This is an optimization exercise on Yosys and OpenROAD, whose aim is small area, a short achievable clock period and few clock cycles per item, not a production implementation. Only simulation tests tie the RTL to the original design; equivalence was not proved. No activity file was given, so power comes from the tool's default toggle rates.

## run a
## angle_to_cursor_calibrated_mapper_top
module angle_to_cursor_calibrated_mapper_top (
   input  logic        clock,
   input  logic        reset,
   input  logic        req_tvalid,
   output logic        req_tready,
   input  logic [23:0] req_tdata,    
   input  logic [2:0]  req_tuser,    
   output logic        rsp_tvalid,
   input  logic        rsp_tready,
   output logic [39:0] rsp_tdata,    
   output logic [0:0]  rsp_tuser,    
   input  logic        csr_we,
   input  logic [1:0]  csr_index,
   input  logic [13:0] csr_wdata
);
   logic [13:0] span_x_ff, span_y_ff;
   logic [11:0] margin_x_ff, margin_y_ff;
   always_ff @(posedge clock) begin
      if (reset) begin
         span_x_ff   <= 14'(acm_pkg::SPAN_X_RESET);
         span_y_ff   <= 14'(acm_pkg::SPAN_Y_RESET);
         margin_x_ff <= 12'(acm_pkg::MARGIN_RESET);
         margin_y_ff <= 12'(acm_pkg::MARGIN_RESET);
      end else if (csr_we) begin
         case (csr_index)
            2'd0: span_x_ff   <= csr_wdata;
            2'd1: span_y_ff   <= csr_wdata;
            2'd2: margin_x_ff <= csr_wdata[11:0];
            default: margin_y_ff <= csr_wdata[11:0];
         endcase
      end
   end
   logic        adv;
   logic        f_v, f_pv, f_sx, f_sy;
   logic [1:0]  f_la, f_ra;
   logic [8:0]  f_dx, f_dy, f_ex, f_ey;
   logic        b_v;
   logic [36:0] b_rsp, q_rsp;
   acm_front u_front (
      .clock     (clock),
      .reset     (reset),
      .adv       (adv),
      .req_valid (req_tvalid),
      .req_data  (req_tdata),
      .req_kind  (req_tuser),
      .o_v       (f_v),
      .o_pv      (f_pv),
      .o_sx      (f_sx),
      .o_sy      (f_sy),
      .o_la      (f_la),
      .o_ra      (f_ra),
      .o_dx      (f_dx),
      .o_dy      (f_dy),
      .o_ex      (f_ex),
      .o_ey      (f_ey)
   );
   acm_back u_back (
      .clock    (clock),
      .reset    (reset),
      .adv      (adv),
      .i_v      (f_v),
      .i_pv     (f_pv),
      .i_sx     (f_sx),
      .i_sy     (f_sy),
      .i_la     (f_la),
      .i_ra     (f_ra),
      .i_dx     (f_dx),
      .i_dy     (f_dy),
      .i_ex     (f_ex),
      .i_ey     (f_ey),
      .span_x   (span_x_ff),
      .span_y   (span_y_ff),
      .margin_x (margin_x_ff),
      .margin_y (margin_y_ff),
      .o_v      (b_v),
      .o_rsp    (b_rsp)
   );
   acm_queue u_queue (
      .clock     (clock),
      .reset     (reset),
      .push      (adv && b_v),
  ...
export LEC_CHECK = 0
export CAP_MARGIN = 20
export CORE_MARGIN = 2
export CORE_UTILIZATION = 40
export SETUP_SLACK_MARGIN = 5
export SLEW_MARGIN = 20
export SYNTH_HIERARCHICAL = 1
create_clock -name core_clock -period 7.5 [get_ports {clock}]
run.sh (not shown) runs the stock make flow with config.mk's settings and CLKGATE_MAP_FILE= SYNTH_SCRIPT=/design/flow/synth_recipe.tcl, a recipe that flattens the netlist after the stock synthesis.
Run a finished all stages; the layout is clean.
Testbench counts of run a, summed over its fixed seeds: cycles 2,512, items 2,400.
Relative to run a, the following input files were edited for run b:
- swapping 5 for 4 in SETUP_SLACK_MARGIN
- putting CTS_BUF_LIST at sky130_fd_sc_hd__clkbuf_4 sky130_fd_sc_hd__clkbuf_8 where nothing was set
Findings:
Re met2 track demand over resource in global routing: run b is 3.3 points down on run a.
Relative to run a, routed wire length decreased by 9.6% in run b.
Core utilization for run b is lower than for run a.
Run b gives less layout net count than run a did.
Diff run a and run b: register-to-register path setup slack lower in run a
Sort run a and run b by timing-limited maximum frequency asc -> top: run a
Relative area change from synthesis to final layout down 14 points in run b wrt run a
Looking at via count, run b sits 4.7% below run a.
Of run a and run b, run a shows the higher total of cells resized after clock tree synthesis, with run b below it.

---

Starting RTL as in the previous note.
make LEC_CHECK=0 CAP_MARGIN=20 CORE_MARGIN=2 CORE_UTILIZATION=40 SETUP_SLACK_MARGIN=3.5 SLEW_MARGIN=20 SYNTH_HIERARCHICAL=1 finish   # period 7.5 ns
The baseline produced a clean layout.
Testbench counts at the start, summed over its fixed seeds: cycles 2,512, items 2,400.
Edit:
--- a/flow/config.mk
+++ b/flow/config.mk
@@ -6,8 +6,9 @@
 export NUM_CORES = 4
 export LEC_CHECK = 0
+export ABC_AREA = 1
 export CAP_MARGIN = 20
 export CORE_MARGIN = 2
 export CORE_UTILIZATION = 40
-export SETUP_SLACK_MARGIN = 3.5
+export SETUP_SLACK_MARGIN = 4.4
 export SLEW_MARGIN = 20
 export SYNTH_HIERARCHICAL = 1
Outcome: The new run finished clean. Setup slack improves by 0.80 ns. Wire length grows by 17%. Via count grows by 22%. Clock-buffer cell count stays the same. Non-clock buffer count grows by 183. Combinational power grows by 17%.
Edit:
--- a/flow/config.mk
+++ b/flow/config.mk
@@ -6,9 +6,9 @@
 export NUM_CORES = 4
 export LEC_CHECK = 0
-export ABC_AREA = 1
 export CAP_MARGIN = 20
 export CORE_MARGIN = 2
 export CORE_UTILIZATION = 40
-export SETUP_SLACK_MARGIN = 4.4
+export SETUP_SLACK_MARGIN = 3.9
 export SLEW_MARGIN = 20
 export SYNTH_HIERARCHICAL = 1
+export TNS_END_PERCENT = 20
Outcome:
- first-iteration DRC count went down by 7.7%
- clock power went down by 10%
- clock-buffer cell count is unchanged
- non-clock buffer count went down by 130
- area after synthesis went down by 7.1%
- synthesized cell count went down by 30%
- global-route usage went down by 1.3 points
- routed wire length went down by 13%
- total power went down by 7.1%
- via count went down by 18%
- core utilization went down by 0.43 points
Edit:
--- a/flow/config.mk
+++ b/flow/config.mk
@@ -6,9 +6,10 @@
 export NUM_CORES = 4
 export LEC_CHECK = 0
+export ABC_AREA = 1
 export CAP_MARGIN = 20
 export CORE_MARGIN = 2
 export CORE_UTILIZATION = 40
-export SETUP_SLACK_MARGIN = 3.9
+export CTS_BUF_LIST = sky130_fd_sc_hd__clkbuf_8
+export SETUP_SLACK_MARGIN = 4.3
 export SLEW_MARGIN = 20
 export SYNTH_HIERARCHICAL = 1
-export TNS_END_PERCENT = 20
=>
- The changed run completed with no timing, DRC or antenna violations
- total power went up by 2.6%
- non-clock buffer count went up by 14
- area after synthesis went up by 7.6%
- register-to-register slack improves by 0.63 ns
- clock skew went up by 0.0058 ns
- critical path depth went down by 7
- cell area went up by 6.9%
- die area went up by 7.6%
- clock-buffer cell count went up by 61
- via count went up by 21%
- routed wire length went up by 14%
Edit:
--- a/flow/config.mk
+++ b/flow/config.mk
@@ -6,10 +6,9 @@
 export NUM_CORES = 4
 export LEC_CHECK = 0
-export ABC_AREA = 1
 export CAP_MARGIN = 20
 export CORE_MARGIN = 2
-export CORE_UTILIZATION = 40
-export CTS_BUF_LIST = sky130_fd_sc_hd__clkbuf_8
-export SETUP_SLACK_MARGIN = 4.3
+export CORE_UTILIZATION = 55
+export PLACE_DENSITY = 0.8
+export SETUP_SLACK_MARGIN = 4
 export SLEW_MARGIN = 20
 export SYNTH_HIERARCHICAL = 1
What happened:
- The changed run passed the timing, DRC and antenna checks
- non-clock buffer count rises by 71
- cell count falls by 31%
- utilization rises by 17 points
- combinational power rises by about 2%
- hold slack improves by 0.016 ns
- design area falls by 5.9%
- die area falls by 32%
- routed wire length falls by 12%
Edit:
--- a/flow/config.mk
+++ b/flow/config.mk
@@ -8,6 +8,5 @@
 export CAP_MARGIN = 20
 export CORE_MARGIN = 2
-export CORE_UTILIZATION = 55
-export PLACE_DENSITY = 0.8
+export CORE_UTILIZATION = 40
 export SETUP_SLACK_MARGIN = 4
 export SLEW_MARGIN = 20
Result:
- The new run finished with timing, DRC and antenna clean
- worst hold slack got worse by 0.0049 ns
- worst setup slack is about the same
- final cell count grows by 6.7%
- sequential power stays flat
- sequential share of layout area shrinks by 0.43 points
- global-route usage shrinks by 6.0 points
- total power grows by 0.51%
- design area grows by 1.3%
- synthesized area stays the same
- non-clock buffer count shrinks by 31

==> port drivers added, routing unchanged <==
No port has a modelled driver above. Below, the same layouts with a new extraction and two added sets of constraints.
Step 1: set_driving_cell puts a clkbuf_16 on clock and a buf_2 on each other input, an assumption about the parent block.
Step 2 times the ports against the registers' clock, not the clock port: input delays grow and output delays shrink by t, the midpoint of the rising clock arrivals with the driver on.
a / b / c = ideal ports / drivers / drivers and shift; a / b = the first two.
run	t, ns	setup WS [ns]	hold WS [ns]	latest minus earliest clock arrival (ns)	slew at the worst register clock pin (ns)
run a	0.820	3.896 / 3.896 / 3.896	0.405 / 0.405 / 0.405	0.057 / 0.057	0.07 / 0.07
run b	0.967	3.946 / 3.946 / 3.179	0.397 / 0.397 / 0.397	0.048 / 0.048	0.08 / 0.08
the first run of note 2	0.805	3.626 / 3.626 / 2.875	0.373 / 0.373 / 0.373	0.063 / 0.063	0.07 / 0.07
the second run of note 2	0.825	4.426 / 4.426 / 3.661	0.367 / 0.367 / 0.367	0.068 / 0.069	0.07 / 0.07
the third run of note 2	0.808	3.785 / 3.785 / 3.145	0.372 / 0.372 / 0.372	0.063 / 0.063	0.07 / 0.07
the fourth run of note 2	0.970	4.414 / 4.360 / 3.580	0.388 / 0.388 / 0.388	0.071 / 0.072	0.07 / 0.07
the fifth run of note 2	0.788	3.987 / 3.987 / 3.408	0.404 / 0.404 / 0.404	0.033 / 0.033	0.07 / 0.07
the sixth run of note 2	0.810	3.985 / 3.985 / 3.332	0.399 / 0.399 / 0.399	0.034 / 0.034	0.07 / 0.07
After both steps every run listed still meets setup and hold. For the fourth run of note 2, which loses most, drivers alone change the setup slack by -0.054 ns; drivers and shift together by -0.834 ns.
